Background: an optimization exercise with open tools, aiming at a short achievable clock period and few clock cycles. Do not read the settings as production practice.
In this exercise RTL edits were held to simulation tests only and were not proved equivalent to the original.
No activity file was given, so power comes from the tool's default toggle rates.

===== run.sh =====
#!/bin/bash
# synth_recipe.tcl (not shown) runs the flow's synth.tcl, then flattens the netlist and writes it again
# the make line also repeats each setting of config.mk as NAME=value (left out here)
make -C /OpenROAD-flow-scripts/flow DESIGN_CONFIG=/design/flow/config.mk WORK_HOME=/design/flow/orfs CLKGATE_MAP_FILE= SYNTH_SCRIPT=/design/flow/synth_recipe.tcl finish

===== constraint.sdc =====
create_clock -name core_clock -period 5.0 [get_ports {clk}]
set_input_delay 1.0000 -clock core_clock [delete_from_list [all_inputs] [get_ports {clk}]]
set_output_delay 1.0000 -clock core_clock [all_outputs]
set_load 0.01 [all_outputs]

===== config.mk =====
export PLATFORM = sky130hd
export DESIGN_NAME = ifmap_loader_top
export DESIGN_NICKNAME = ifmap_loader_top
export VERILOG_FILES = /design/flow/design.v
export SDC_FILE = /design/flow/constraint.sdc
export NUM_CORES = 4
export LEC_CHECK = 0
export CAP_MARGIN = 20
export CORE_MARGIN = 2
export CORE_UTILIZATION = 35
export SLEW_MARGIN = 20

===== design.v =====
`default_nettype none
package ifmap_pkg;
	localparam int MAP_SIZE = 32;
	localparam int ADDR_W = 10;
	localparam int ROW_W = 5;
	localparam int FETCH_W = 8;
	localparam int SPIKES_PER_PKT = 5;
	localparam int NUM_PE = 10;
	localparam int PE_W = 4;
	localparam int LAST_ROW_OFFSET = 27;
	localparam int LAST_COL_OFFSET = 27;
	localparam int COL_STEP = 3;
	localparam int NODE_W = 4;
	localparam logic [NODE_W-1:0] SRC_NODE = 4'b0000;
	localparam logic [NUM_PE*NODE_W-1:0] PE_NODE = {
		4'b1110, 4'b1010, 4'b0110, 4'b0010, 4'b1101,
		4'b1001, 4'b0101, 4'b0001, 4'b1100, 4'b1000
	};
	localparam int PKT_W = 35;
	localparam logic [2:0] PKT_TYPE_SPIKE = 3'b001;
	localparam int CTRL_W = 27;
	localparam logic [CTRL_W-1:0] CTRL_DONE = 27'd1;
	localparam int PAD_W = PKT_W - 2 * NODE_W - 3 - SPIKES_PER_PKT;
	typedef union packed {
		struct packed {
			logic [NODE_W-1:0] src;
			logic [NODE_W-1:0] dst;
			logic [2:0] ptype;
			logic [PAD_W-1:0] pad;
			logic [SPIKES_PER_PKT-1:0] spikes;
		} spike;
		struct packed {
			logic [NODE_W-1:0] src;
			logic [NODE_W-1:0] dst;
			logic [CTRL_W-1:0] word;
		} ctrl;
	} pkt_t;
	localparam int STATE_W = 3;
	localparam logic [STATE_W-1:0] S_IDLE = 3'd0;
	localparam logic [STATE_W-1:0] S_ISSUE = 3'd1;
	localparam logic [STATE_W-1:0] S_WAIT_WIN = 3'd2;
	localparam logic [STATE_W-1:0] S_WAIT_MAP = 3'd3;
	localparam logic [STATE_W-1:0] S_FINISH = 3'd4;
endpackage
`default_nettype wire
`timescale 1ns/1ps
`default_nettype none
import ifmap_pkg::*;
module ifmap_store (
	input  wire                             clk,
	input  wire                             reset,
	input  wire                             load_valid,
	input  wire                             load_map,
	input  wire  [ifmap_pkg::ADDR_W-1:0]    load_addr,
	input  wire                             load_spike,
	input  wire                             fetch_valid,
	input  wire                             fetch_map,
	input  wire  [ifmap_pkg::ROW_W-1:0]     fetch_row,
	input  wire  [ifmap_pkg::ROW_W-1:0]     fetch_col,
	input  wire  [ifmap_pkg::PE_W-1:0]      fetch_pe,
	output logic                            row_valid,
	output logic [ifmap_pkg::FETCH_W-1:0]   row_bits,
	output logic [ifmap_pkg::PE_W-1:0]      row_pe,
	output logic                            maps_loaded
);
	logic [MAP_SIZE-1:0] rows [2][MAP_SIZE];
	logic [ADDR_W:0] load_count [2];
	logic [ROW_W-1:0] load_row;
	logic [ROW_W-1:0] load_col;
	logic [2*MAP_SIZE-1:0] row_wide;
	logic [FETCH_W-1:0] fetch_slice;
	assign load_row = load_addr[ADDR_W-1:ROW_W];
	assign load_col = load_addr[ROW_W-1:0];
	always_ff @(posedge clk) begin
		if (load_valid) begin
			rows[load_map][load_row][load_col] <= load_spike;
		end
	end
	always_ff @(posedge clk) begin
		if (reset) begin
			load_count[0] <= '0;
			load_count[1] <= '0;
		end else if (load_valid && !load_count[load_map][ADDR_W]) begin
			load_count[load_map] <= load_count[load_map] + 1'b1;
		end
	end
	assign maps_loaded = load_count[0][ADDR_W] & load_count[1][ADDR_W];
	always_comb begin
		row_wide = {{MAP_SIZE{1'b0}}, rows[fetch_map][fetch_row]} >> fetch_col;
		for (int i = 0; i < FETCH_W; i++) begin
			fetch_slice[FETCH_W-1-i] = row_wide[i];
		end
	end
	always_ff @(posedge clk) begin
		if (reset) begin
			row_valid <= 1'b0;
		end else begin
			row_valid <= fetch_valid;
		end
	end
	always_ff @(posedge clk) begin
		if (fetch_valid) begin
			row_bits <= fetch_slice;
			row_pe <= fetch_pe;
		end
	end
endmodule
`default_nettype wire
`timescale 1ns/1ps
`default_nettype none
import ifmap_pkg::*;
module window_scanner (
	input  wire                             clk,
	input  wire                             reset,
	input  wire                             start,
	input  wire                             maps_loaded,
	input  wire                             ctrl_valid,
	input  wire  ifmap_pkg::pkt_t           ctrl_pkt,
	output logic                            fetch_valid,
	output logic                            fetch_map,
	output logic [ifmap_pkg::ROW_W-1:0]     fetch_row,
	output logic [ifmap_pkg::ROW_W-1:0]     fetch_col,
	output logic [ifmap_pkg::PE_W-1:0]      fetch_pe,
	output logic                            busy,
	output logic                            scan_done
);
	logic [STATE_W-1:0] state;
	logic [ROW_W-1:0] row_off;
	logic [ROW_W-1:0] col_off;
	logic done_pkt;
	logic last_pe;
	logic last_col;
	logic last_row;
	assign done_pkt = ctrl_valid && (ctrl_pkt.ctrl.word == CTRL_DONE);
	assign last_pe = (fetch_pe == PE_W'(NUM_PE - 1));
	assign last_col = (col_off == ROW_W'(LAST_COL_OFFSET));
	assign last_row = (row_off == ROW_W'(LAST_ROW_OFFSET));
	always_ff @(posedge clk) begin
		if (reset) begin
			state <= S_IDLE;
			fetch_pe <= '0;
			fetch_map <= 1'b0;
			row_off <= '0;
			col_off <= '0;
		end else begin
			case (state)
				S_IDLE: begin
					if (start && maps_loaded) begin
						state <= S_ISSUE;
					end
				end
				S_ISSUE: begin
					if (last_pe) begin
						fetch_pe <= '0;
						state <= S_WAIT_WIN;
					end else begin
						fetch_pe <= fetch_pe + 1'b1;
					end
				end
				S_WAIT_WIN: begin
					if (done_pkt) begin
						state <= S_ISSUE;
						if (!last_col) begin
							col_off <= col_off + ROW_W'(COL_STEP);
						end else begin
							col_off <= '0;
							if (!last_row) begin
								row_off <= row_off + 1'b1;
							end else begin
								row_off <= '0;
								state <= fetch_map ? S_FINISH : S_WAIT_MAP;
							end
						end
					end
				end
				S_WAIT_MAP: begin
					if (done_pkt) begin
						fetch_map <= 1'b1;
						state <= S_ISSUE;
					end
				end
				S_FINISH: begin
					fetch_map <= 1'b0;
					state <= S_IDLE;
				end
				default: begin
					state <= S_IDLE;
				end
			endcase
		end
	end
	assign fetch_valid = (state == S_ISSUE);
	assign fetch_row = row_off + ROW_W'(fetch_pe[PE_W-1:1]);
	assign fetch_col = col_off + (fetch_pe[0] ? ROW_W'(COL_STEP) : '0);
	assign busy = (state != S_IDLE);
	assign scan_done = (state == S_FINISH);
endmodule
`default_nettype wire
`timescale 1ns/1ps
`default_nettype none
import ifmap_pkg::*;
module packet_builder (
	input  wire                             clk,
	input  wire                             reset,
	input  wire                             row_valid,
	input  wire  [ifmap_pkg::FETCH_W-1:0]   row_bits,
	input  wire  [ifmap_pkg::PE_W-1:0]      row_pe,
	output logic                            pkt_valid,
	output ifmap_pkg::pkt_t                 pkt
);
	ifmap_pkg::pkt_t pkt_next;
	always_comb begin
		pkt_next.spike.src = SRC_NODE;
		pkt_next.spike.dst = ifmap_pkg::PE_NODE[row_pe*NODE_W +: NODE_W];
		pkt_next.spike.ptype = PKT_TYPE_SPIKE;
		pkt_next.spike.pad = '0;
		pkt_next.spike.spikes = row_bits[FETCH_W-1 -: SPIKES_PER_PKT];
	end
	always_ff @(posedge clk) begin
		if (reset) begin
			pkt_valid <= 1'b0;
		end else begin
			pkt_valid <= row_valid;
		end
	end
	always_ff @(posedge clk) begin
		if (row_valid) begin
			pkt <= pkt_next;
		end
	end
endmodule
`default_nettype wire
`timescale 1ns/1ps
`default_nettype none
import ifmap_pkg::*;
module ifmap_loader_top (
	input  wire                             clk,
	input  wire                             reset,
	input  wire                             load_valid,
	input  wire                             load_map,
	input  wire  [ifmap_pkg::ADDR_W-1:0]    load_addr,
	input  wire                             load_spike,
	input  wire                             start,
	input  wire                             ctrl_valid,
	input  wire  ifmap_pkg::pkt_t           ctrl_pkt,
	output logic                            pkt_valid,
	output ifmap_pkg::pkt_t                 pkt,
	output logic                            busy,
	output logic                            scan_done
);
	wire fetch_valid;
	wire fetch_map;
	wire [ROW_W-1:0] fetch_row;
	wire [ROW_W-1:0] fetch_col;
	wire [PE_W-1:0] fetch_pe;
	wire row_valid;
	wire [FETCH_W-1:0] row_bits;
	wire [PE_W-1:0] row_pe;
	wire maps_loaded;
	ifmap_store u_store (
		.clk         (clk),
		.reset       (reset),
		.load_valid  (load_valid),
		.load_map    (load_map),
		.load_addr   (load_addr),
		.load_spike  (load_spike),
		.fetch_valid (fetch_valid),
		.fetch_map   (fetch_map),
		.fetch_row   (fetch_row),
		.fetch_col   (fetch_col),
		.fetch_pe    (fetch_pe),
		.row_valid   (row_valid),
		.row_bits    (row_bits),
		.row_pe      (row_pe),
		.maps_loaded (maps_loaded)
	);
	window_scanner u_scanner (
		.clk         (clk),
		.reset       (reset),
		.start       (start),
		.maps_loaded (maps_loaded),
		.ctrl_valid  (ctrl_valid),
		.ctrl_pkt    (ctrl_pkt),
		.fetch_valid (fetch_valid),
		.fetch_map   (fetch_map),
		.fetch_row   (fetch_row),
		.fetch_col   (fetch_col),
		.fetch_pe    (fetch_pe),
		.busy        (busy),
		.scan_done   (scan_done)
	);
	packet_builder u_builder (
		.clk       (clk),
		.reset     (reset),
		.row_valid (row_valid),
		.row_bits  (row_bits),
		.row_pe    (row_pe),
		.pkt_valid (pkt_valid),
		.pkt       (pkt)
	);
endmodule
`default_nettype wire

==> flow_metrics.tcl <==
set metrics [dict create \
    drt_iter0_drc 9635 \
    cts_made_buffers 218 \
    fin_tns_setup_ns 0 \
    dieArea_sq_um 270000 \
    p_sw_mw 8.40 \
    critPathCaptureType "flop" \
    fill_cells 24600 \
    power.total_mw 37.3 \
    dpl.hpwl_microns 173000 \
    clk_transition_reported_paths_ns 0.06 \
    synth_flop_cell "edfxtp_1" \
    yosysTopAreaCell "edfxtp_1" \
    busiest_layer "met2" \
    ys_ff_latch 2108 \
    combPwrFrac_pct 5.4 \
    vias 59700 \
    fp.dieW_microns 520 \
    cts_resized 2 \
    finClkSkew_ns 0.0512 \
    avgSynthCellArea_sq_um 14.0 \
    path_class "flop to flop" \
    synth_cell_types 94 \
    grt.overflow.total 0 \
    path_delay_family "adder cells" \
    grt_pass1_wl_microns 424000 \
    arrival_ns 5.50 \
    yosys-top-cells-area "edfxtp_1 (67%), mux4_2 (12%), nor2_1 (8.8%)" \
    r2r_start "u_scanner.row_off[0]" \
    yosysMostFrequentCell "nor2_1" \
    power_density_nw_per_um2 351 \
    p_seq_share_pct 51.8 \
    critPathLaunch "u_scanner.row_off[0]" \
    cp_slowest_cell "fa_4" \
    use_met2_pct 34.3 \
    finalCritPeriodShare_pct 96.2 \
    clockBufferDepth 3 \
    cts_tree "yes" \
    syn-cell-area_sq_um 93100 \
    cts_sinks 2108 \
    grt_max_degree 65 \
    core_area_sq_um 265000 \
    die-height_microns 520 \
    synthCells 6635 \
    hp-class "flop to flop" \
    period_minus_slack_ns 4.81 \
    hold_buffers 0 \
    whs_ns 0.520 \
    grt_pass1_vias 57700 \
    post_route_cells_drive_above_1_share_pct 19.9 \
    tightestPinTransition_ns 1.08 \
    peakVddDrop_mv 0.383 \
    initial_core_util_pct 35.1 \
    start_kind "flop" \
    drc_errors 0 \
    synth_top_area_share_pct 67.4 \
    swShare_pct 22.5 \
    antenna_left 0 \
    io_pins 90 \
    async_flop_share_pct 0 \
    gp_congestion 0.891 \
    antenna_found_initial 30 \
    yosysSeqAreaShare_pct 67.8 \
    max_stage_delay_ns 0.88 \
    syn_to_final_growth_pct 14.2 \
    viasPerCell 5.76 \
    cp_max_fo 36 \
    path_cells "ha_4 -> inv_1 -> fa_4 -> buf_12 -> buf_12 -> buf_4 -> mux4_2 -> nand2_1 -> nand3_1 -> nand3_1 -> nor4b_2 -> buf_4 -> a21oi_1 -> mux2_2 -> a22o_1 -> o22ai_1" \
    worstPathRequired_ns 5.68 \
    worstPathBufferInverterCount 5 \
    synthTopCellsByCount "nor2_1 (2183), edfxtp_1 (2088), mux4_2 (491)" \
    drtPass1Iterations 6 \
    row_count 189 \
    multi_input_area_sq_um 27700 \
    io_buffers 55 \
    post_cts_buffers 0 \
    layout.nets 6702 \
    clock_tree.root_cell "clkbuf_16" \
    rsz0062_at_grt "no" \
    grtUsageMet1_pct 29.4 \
    setup_viol 0 \
    internal_power_mw 28.9 \
    met3_usage_pct 5.67 \
    placed_area_sq_um 99400 \
    outcome "no timing/DRC/antenna violations" \
    register_area_sq_um 63100 \
    hold_viol_final 0 \
    power_frac_clock_pct 42.8 \
    max-cap-violations 0 \
    yosysWarnings 3 \
    track_usage_pct 21.9 \
    fin_area_sq_um 106000 \
    hp-start "u_store.row_pe[0]" \
    wl_microns 303000 \
    slew_headroom_pct 27.7 \
    synth-edff-count 2088 \
    power_leakage_nw 27.0 \
    htreeDepth 4 \
    wl_per_cell_microns 29.2 \
    drv_slew 0 \
    fmax_mhz 208 \
    clk_latency_ns 0.87 \
]
## power groups by stage
stage	Sequential (mW)	Combinational, mW	Clock (mW)
2_1_floorplan	19.7	1.19	0
3_3_place_gp	19.7	1.95	0
3_5_place_dp	19.7	1.96	0
4_1_cts	19.3	1.97	16.2
5_1_grt	19.3	2.11	16.8
6_report	19.3	2.00	16.0
## flip-flops by register name, indices dropped and copies added (netlist names)
| name | cells |
|---|---|
| u_store.row_bits | 5 |
| u_store.rows | 2048 |
| u_store.row_pe | 4 |
| u_builder.pkt_valid | 1 |
| u_scanner.col_off | 5 |
| u_store.row_valid | 1 |
| u_builder.pkt | 9 |
| u_store.load_count | 22 |
| u_scanner.fetch_pe | 4 |
| u_scanner.state | 3 |
| u_scanner.row_off | 5 |
| u_scanner.fetch_map | 1 |
## kinds of logic after synthesis
kind of cell / share of synthesized area, %
AOI/OAI and AO/OA: 2.54
xor gates and xnor gates: 0.190
adders and majority gates: 0.191
buffers and inverters: 3.40
DFF: 67.8
muxes: 13.6
other: 0.00807
and+or+nand+nor: 12.3
## metal layers
metal / vias up / share of wire [%]
met2: 3567 / 46
met5: - / 0.017
li1: 24300 / -
met4: 8 / 4.3
met1: 31200 / 37
met3: 649 / 13
## through the flow
stage	setup slack, ns	cells	util [%]
after floorplan	1.18	6659	-
after global placement	0.00227	9950	37.5
after detailed placement	0.0198	9950	37.5
after CTS	0.0790	10400	40.1
after global routing	0.00149	10400	40.1
final	0.189	10400	40.1
## path summary, 6_finish.rpt
path | end | depth (start not counted) | slack (ns)
worst max-delay path | u_store.row_bits[6] | 16 | 0.19
worst min-delay path | u_builder.pkt[29] | 1 | 0.52
worst max register to register | u_store.row_bits[6] | 16 | 0.19
worst min register to register | u_builder.pkt[29] | 1 | 0.52
## placed cells by master, fill, tap and decap left out, types with 55 or more instances in the layout
cell type / n
buf_12: 68
o21ai_0: 80
nand2_1: 229
mux2i_1: 91
clkbuf_1: 61
buf_4: 298
clkdlybuf4s50_1: 55
nand2_2: 89
nor2_1: 2149
clkbuf_16: 219
mux4_2: 491
nand3_1: 167
edfxtp_1: 2088
## layout make-up
class                           count  area share (%)
Tap cell                         3533            4.16
Multi-Input combinational cell   3871            26.0
Clock buffer                      280            5.37
Timing Repair Buffer              421            3.90
Inverter                           17          0.0600
Sequential cell                  2108            59.4
Clock inverter                    121            1.10
Antenna cell                       12          0.0282
Testbench counts, summed over its fixed seeds: cycles 26,888.

what the ideal ports hide:
The flow's constraints put no driver on any port. The routed layout listed below was extracted and timed again, unchanged, in two steps. Step 1 assumes that a clkbuf_16 drives the clock port and a buf_2 every other input. Step 2 moves the port delays by t, midway between the first and last clock arrival at a register: inputs arrive t later, outputs are due t later. That takes back most of the time a late clock gives input paths. Three values: ideal ports, drivers, drivers and shift; two values: the first two.
shift t [ns]: 0.943
setup slack, ns: 0.189 / 0.189 / 0.189
clock arrival spread, ns: 0.066 / 0.066
After both steps this run still meets setup and hold. The setup slack of this run moves by 0.000 ns with the drivers and by 0.000 ns with both steps.
